Background: an optimization exercise with open tools, aiming at small area. Do not read the settings as production practice.
The RTL was checked by simulation tests, not by an equivalence proof against the original design.
Power is estimated from default activity; no workload was simulated.

== build 39 ==
Design gpu_frontend_top, start of the top module:
module gpu_frontend_top (
  input  logic                                clk,
  input  logic                                rst_n,
  input  logic [gpu_pipe_pkg::apb_addr_w-1:0] paddr,
  input  logic                                psel,
  input  logic                                penable,
  input  logic                                pwrite,
  input  logic [gpu_pipe_pkg::data_w-1:0]     pwdata,
  output logic [gpu_pipe_pkg::data_w-1:0]     prdata,
  output logic                                pready,
  output logic                                pslverr,
  output logic                                out_valid,
  input  logic                                out_ready,
  output logic [gpu_pipe_pkg::addr_w-1:0]     out_pc,
  output logic [gpu_pipe_pkg::warp_w-1:0]     out_warp,
  output logic [gpu_isa_pkg::opc_w-1:0]       out_opcode,
  output logic [gpu_isa_pkg::f3_w-1:0]        out_funct3,
  output logic [gpu_isa_pkg::reg_w-1:0]       out_rd,
  output logic [gpu_isa_pkg::reg_w-1:0]       out_rs1,
  output logic [gpu_isa_pkg::reg_w-1:0]       out_rs2,
  output logic [gpu_pipe_pkg::data_w-1:0]     out_imm,
  output logic                                illegal_inst
);
Size: ~1,400 cells after synthesis, roughly 170 I/O pins, roughly 0.024 mm^2 of cells after synthesis.
==> flow/config.mk <==
export PLATFORM = sky130hd
export DESIGN_NAME = gpu_frontend_top
export DESIGN_NICKNAME = gpu_frontend_top
export VERILOG_FILES = /design/flow/design.v
export SDC_FILE = /design/flow/constraint.sdc
export NUM_CORES = 4
export LEC_CHECK = 0
export CAP_MARGIN = 20
export CORE_MARGIN = 2
export CORE_UTILIZATION = 60
export PLACE_DENSITY = 0.75
export SLEW_MARGIN = 20
==> flow/constraint.sdc <==
create_clock -name core_clock -period 6.0 [get_ports {clk}]
set_input_delay 1.2000 -clock core_clock [delete_from_list [all_inputs] [get_ports {clk}]]
set_output_delay 1.2000 -clock core_clock [all_outputs]
set_load 0.01 [all_outputs]
standard.sh (not shown) runs the stock make flow with config.mk's settings and CLKGATE_MAP_FILE= SYNTH_SCRIPT=/design/flow/synth_recipe.tcl, a recipe that flattens the netlist after the stock synthesis.
==> flow/flow/run.sh <==
#!/bin/bash
# Own layout flow: the standard ORFS flow (standard.sh) with changes that
# only affect how the layout is made:
#  - synthesis keeps the combinational pc_adder module apart until mapping;
#    ABC maps pc_adder with a speed-oriented script (flow/abc_fast.script)
#    and everything else with an area-oriented one (flow/abc_area.script).
#    Registers are mapped by ORFS as usual, and synth_recipe.tcl flattens and
#    renames as in the standard synthesis;
#  - every input and output port still gets a buffer, but a buf_1;
#  - CTS builds the tree from clkbuf_8 with larger sink clusters and
#    without dummy loads.
# Each ORFS step writes its full log under orfs/logs/; make's own output
# goes to flow_synth.log and flow_layout.log here.
set -euo pipefail
WORK=$(pwd)
rm -rf "$WORK/scripts_own"
cp -r "$FLOW_HOME/scripts" "$WORK/scripts_own"
cp "$WORK/flow/abc_area.script" "$WORK/scripts_own/abc_speed.script"
cp "$WORK/flow/abc_fast.script" "$WORK/scripts_own/abc_fast.script"
python3 - "$WORK/scripts_own/synth.tcl" <<'PY'
import sys
p = sys.argv[1]
s = open(p).read()
old = "  log_cmd abc {*}$abc_args\n"
new = """  if { [llength [tee -q -s result.string select -list-mod pc_adder]] > 0 } {
    set abc_fast_args [lreplace $abc_args 1 1 $::env(SCRIPTS_DIR)/abc_fast.script]
    log_cmd abc {*}$abc_fast_args pc_adder
    log_cmd abc {*}$abc_args * pc_adder %d
  } else {
    log_cmd abc {*}$abc_args
  }
"""
assert s.count(old) == 1
open(p, "w").write(s.replace(old, new))
PY
export SCRIPTS_DIR="$WORK/scripts_own"
export SYNTH_KEEP_MODULES=pc_adder
export BUFFER_PORTS_ARGS="-buffer_cell sky130_fd_sc_hd__buf_1"
export CTS_ARGS="-sink_clustering_enable -repair_clock_nets -dont_use_dummy_load -buf_list sky130_fd_sc_hd__clkbuf_8 -sink_clustering_size 18 -sink_clustering_max_diameter 60"
bash standard.sh synth > "$WORK/flow_synth.log" 2>&1
bash standard.sh > "$WORK/flow_layout.log" 2>&1
==> flow/flow/abc_area.script <==
&get -n
&st
&syn2
&synch2
&dch -f
&nf -a
&st
&syn3
&synch2
&dch -f
&nf -a
&st
&syn4
&dch -f
&nf -a
&st
&syn3
&synch2
&dch -f
&nf -a
&st
&syn4
&dch -f
&nf -a
&put
topo
stime -c
==> flow/flow/abc_fast.script <==
&get -n
&st
&syn2
&synch2
&dch -f
&nf -a
&st
&syn3
&synch2
&dch -f
&nf -a
&st
&syn4
&dch -f
&nf -a
&st
&syn3
&synch2
&dch -f
&nf -a
&st
&if -g -K 6
&synch2
&nf -R 20
&put
topo
stime -c
Build 39 | status: complete | timing, DRC, antenna: pass
The following lists how build 37 was set up differently from build 39:
==> flow/flow/abc_area.script <==
&get -n
&st
&syn2
&synch2
&dch -f
&nf -a -A 10 -F 16 -C 32
&st
&syn3
&synch2
&dch -f
&nf -a -A 10 -F 16 -C 32
&st
&syn4
&dch -f
&nf -a -A 10 -F 16 -C 32
&put
topo
stime -c
## What came out
Diff build 39 -> build 37 | switching component of the power | down by a few percent
Going from build 39 to build 37, sum of net half-perimeters after detailed placement shrinks by 1.8%.
Sort build 39 and build 37 by clock period minus worst slack, descending, and build 37 comes first.
Comparing build 39 and build 37, portion of the clock cycle consumed by the worst path in the final layout is higher on build 37.
Between build 37 and build 39, it is build 37 whose cell area after layout is lower, by about 1%.
Build 37 reports its first element of the critical path as inst_fetch_apb_inst.fd_inst[2]$_DFFE_PP_ while build 39 reports inst_buffer_inst.wr_ptr[0]$_DFFE_PN0P_.
> inputs changed (build 37 -> build 61)
Settings: CORE_UTILIZATION changed from 60 to 70; PLACE_DENSITY changed from 0.75 to 0.85.
--- outcome ---
- Summary: design area, build 61 better than build 37
- Diff build 37 -> build 61: post-placement cell area was more or less identical, sequential share of cell area went up by 0.22 points, fmax went up by about 2%, fraction of area in multi-input gates was more or less identical.
- When build 61 is set beside build 37, its final critical-path setup slack turns out to be 0.11 ns larger.
- Build 61 finished end to end and its layout was clean on timing, DRC and antenna.
- Power: build 61 vs build 37 — no meaningful difference
- Looking at via count across both flows, build 61 is the weaker of the two, with build 37 ahead.
- Final clock period utilization by the worst path in build 61 vs build 37: down 1.8 points
- Die area down 14% in build 61 wrt build 37
- Compared with build 37, build 61 shows global routing usage on met1 higher by 4.3 points.

==> re-timing with driven ports <==
The flow's constraints put no driver on any port. The routed layouts listed below were extracted and timed again, unchanged, in two steps. Step 1 (the two cells are an assumption about what drives the block):
set clk [get_ports {clk}]
set_driving_cell -lib_cell sky130_fd_sc_hd__clkbuf_16 $clk
set_driving_cell -lib_cell sky130_fd_sc_hd__buf_2 [delete_from_list [all_inputs] $clk]
Step 2, shift: input delay + t, output delay - t, t = (earliest + latest rising clock arrival at the registers) / 2. This alone moves slack from input paths to output paths. a / b / c = ideal ports / drivers / drivers and shift; a / b = the first two.
run | t (ns) | setup WS [ns] | hold WS [ns] | clock arrival spread, ns
build 39 | 0.671 | 0.478 / 0.428 / 0.548 | 0.429 / 0.429 / 0.429 | 0.053 / 0.053
build 37 | 0.627 | 0.385 / 0.385 / 0.385 | 0.460 / 0.460 / 0.460 | 0.045 / 0.045
build 61 | 0.633 | 0.491 / 0.442 / 0.500 | 0.475 / 0.475 / 0.475 | 0.058 / 0.058
After both steps setup and hold are still met in every run listed.
